Background: an optimization exercise with open tools, aiming at small area. Do not read the settings as production practice.
In this exercise RTL edits were held to simulation tests only and were not proved equivalent to the original.
Power figures rest on the tool's default switching activity, not on a simulated workload.

== v31 ==
## victim_write_buffer
module victim_write_buffer #(
    parameter int DEPTH  = 4,
    parameter int ADDR_W = 16,   
    parameter int LINE_W = 128,  
    localparam int CW    = $clog2(DEPTH + 1),
    localparam int PW    = $clog2(DEPTH)
) (
    input  logic              clk,
    input  logic              reset,
    input  logic              source_read,
    input  logic              source_write,
    input  logic [ADDR_W-1:0] source_addr,
    input  logic [LINE_W-1:0] source_data,
    output logic              out_resp,
    output logic [LINE_W-1:0] out_rdata,
    output logic              pmem_read,
    output logic              pmem_write,
    output logic [ADDR_W-1:0] pmem_addr,
    output logic [LINE_W-1:0] pmem_wdata,
    input  logic              pmem_resp,
    input  logic [LINE_W-1:0] pmem_rdata,
    output logic [CW-1:0]     count,
    output logic              full
);
    logic [DEPTH-1:0][ADDR_W-1:0] addr_q;
    logic [DEPTH-1:0][LINE_W-1:0] data_q;
    logic [PW-1:0]                head_q;
    logic [CW-1:0]                count_q;
    logic                         rmiss_q, drain_q;
    logic              idle;
    logic [PW-1:0]     rel [DEPTH];
    logic [DEPTH-1:0]  valid, head_dec;
    logic [DEPTH-1:0]  hit_vec, sel;
    logic              hit, sel_mem;
    logic              wr_only, push, pop;
    logic [LINE_W-1:0] line_mux;
    logic [ADDR_W-1:0] addr_mux;
    assign idle    = !rmiss_q && !drain_q;
    assign count   = count_q;
    assign full    = count_q[CW-1];
    assign wr_only = source_write && !source_read;
    always_comb begin
        for (int i = 0; i < DEPTH; i++) begin
            rel[i]      = PW'(i) - head_q;
            valid[i]    = CW'(rel[i]) < count_q;
            head_dec[i] = (head_q == PW'(i));
        end
    end
    victim_buffer_cam #(
        .DEPTH  (DEPTH),
  ...
Size in the first run: roughly 1,600 cells after synthesis, about 580 flip-flops, roughly 560 I/O pins.
Settings: LEC_CHECK=0, CAP_MARGIN=20, CORE_MARGIN=2, CORE_UTILIZATION=40, SLEW_MARGIN=20; clock period 10.0 ns.
run.sh (not shown) runs the stock make flow with config.mk's settings and CLKGATE_MAP_FILE= SYNTH_SCRIPT=/design/flow/synth_recipe.tcl, a recipe that flattens the netlist after the stock synthesis.
v31 reached the end of the flow, and the finished layout is clean on the timing, DRC and antenna checks.
For v34, these inputs were changed with respect to v31:
- putting CTS_ARGS at -sink_clustering_enable -repair_clock_nets -dont_use_dummy_load -buf_list {sky130_fd_sc_hd__clkbuf_4 sky130_fd_sc_hd__clkbuf_8} where nothing was set
- putting BUFFER_PORTS_ARGS at -buffer_cell sky130_fd_sc_hd__buf_1 where nothing was set
==> flow/flow/run.sh (new file) <==
#!/bin/bash
set -e
cat >> config.mk <<'EOC'
export BUFFER_PORTS_ARGS = -buffer_cell sky130_fd_sc_hd__buf_1
export CTS_ARGS = -sink_clustering_enable -repair_clock_nets -dont_use_dummy_load -buf_list {sky130_fd_sc_hd__clkbuf_4 sky130_fd_sc_hd__clkbuf_8}
EOC
bash standard.sh > standard_flow.log 2>&1
==> flow/standard.sh (new file) <==
#!/bin/bash
# synth_recipe.tcl (not shown) runs the flow's synth.tcl, then flattens the netlist and writes it again
# the make line also repeats each setting of config.mk as NAME=value (left out here)
make -C /OpenROAD-flow-scripts/flow DESIGN_CONFIG=/design/flow/config.mk WORK_HOME=/design/flow/orfs CLKGATE_MAP_FILE= SYNTH_SCRIPT=/design/flow/synth_recipe.tcl "${@:-finish}"
removed: flow/run.sh
## What came out
v34: total track usage 1.2 points below v31. Comparing v34 against v31, there is no change at all in global-route congestion overflow total. Measured against each other, v34 and v31 differ in final setup slack of the worst path, the lower figure coming from v31. On netlist area before placement, v31 tracks v34 almost exactly. Between v34 and v31, the fraction of the cycle the final worst path needs is lower for v34. Re diode insertion count for antenna repair: v31 was higher than v34.

== run R ==
victim_write_buffer, a different RTL version from the one above (not shown whole).
Size in the first run: roughly 1400 cells after synthesis, about 23000 sq um of cells after synthesis.
export LEC_CHECK = 0
export CAP_MARGIN = 20
export CORE_MARGIN = 2
export CORE_UTILIZATION = 40
export SLEW_MARGIN = 20
export SYNTH_HIERARCHICAL = 1
export BUFFER_PORTS_ARGS = -buffer_cell sky130_fd_sc_hd__buf_1
export CTS_ARGS = -sink_clustering_enable -repair_clock_nets -dont_use_dummy_load -buf_list {sky130_fd_sc_hd__clkbuf_8} -sink_clustering_size 15 -sink_clustering_max_diameter 60
create_clock -name core_clock -period 10.0 [get_ports {clk}]
standard.sh (not shown) runs the stock make flow with config.mk's settings and CLKGATE_MAP_FILE= SYNTH_SCRIPT=/design/flow/synth_recipe.tcl, a recipe that flattens the netlist after the stock synthesis.
==> flow/flow/run.sh <==
#!/bin/bash
# The standard layout (standard.sh, unchanged synthesis) with area-lean
# settings: port buffers use the smallest buffer cell, and CTS clusters the
# flip-flops under clkbuf_8 leaves without dummy loads.
set -e
cat >> config.mk <<'EOC'
export BUFFER_PORTS_ARGS = -buffer_cell sky130_fd_sc_hd__buf_1
export CTS_ARGS = -sink_clustering_enable -repair_clock_nets -dont_use_dummy_load -buf_list {sky130_fd_sc_hd__clkbuf_8} -sink_clustering_size 15 -sink_clustering_max_diameter 60
EOC
bash standard.sh > standard_flow.log 2>&1
Run R was carried through to the last stage, and its layout satisfied the timing, DRC and antenna checks.
> inputs changed (run R -> run C)
- CORE_UTILIZATION now 60, was 40
- Relative to run R, run C degrades final critical path time including I/O delays and setup.
- Diff run R -> run C | number of nets in the final layout | down slightly
- Run C reports a lower total power than run R does.
- Overall die height (higher): run R

-- port drivers added, routing unchanged --
How much do the figures lean on ideal ports? The routed layouts below were timed once more, with nothing changed but the port constraints. Step 1 sets driving cells, clkbuf_16 on the clock port and buf_2 on the other inputs (assumed; they add their load-dependent delay and slew). Step 2, shift: input delay + t, output delay - t, t = (earliest + latest rising clock arrival at the registers) / 2. This alone moves slack from input paths to output paths. Three values: ideal ports, drivers, drivers and shift; two values: the first two.
run	t, ns	setup slack, ns	hold slack, ns	worst register clock-pin slew, ns	worst data-port slew with drivers (ns)
v31	0.662	2.098 / 2.058 / 2.058	0.605 / 0.605 / 0.605	0.06 / 0.06	0.14
v34	0.698	2.650 / 2.625 / 2.625	0.598 / 0.598 / 0.598	0.06 / 0.06	0.13
run R	0.663	2.463 / 2.438 / 2.438	0.585 / 0.585 / 0.585	0.10 / 0.10	0.12
run C	0.665	2.131 / 2.099 / 2.099	0.593 / 0.593 / 0.593	0.10 / 0.10	0.10
After both steps every run listed still meets setup and hold. The setup slack of v31, which loses most, moves by -0.040 ns with the drivers and by -0.040 ns with both steps.
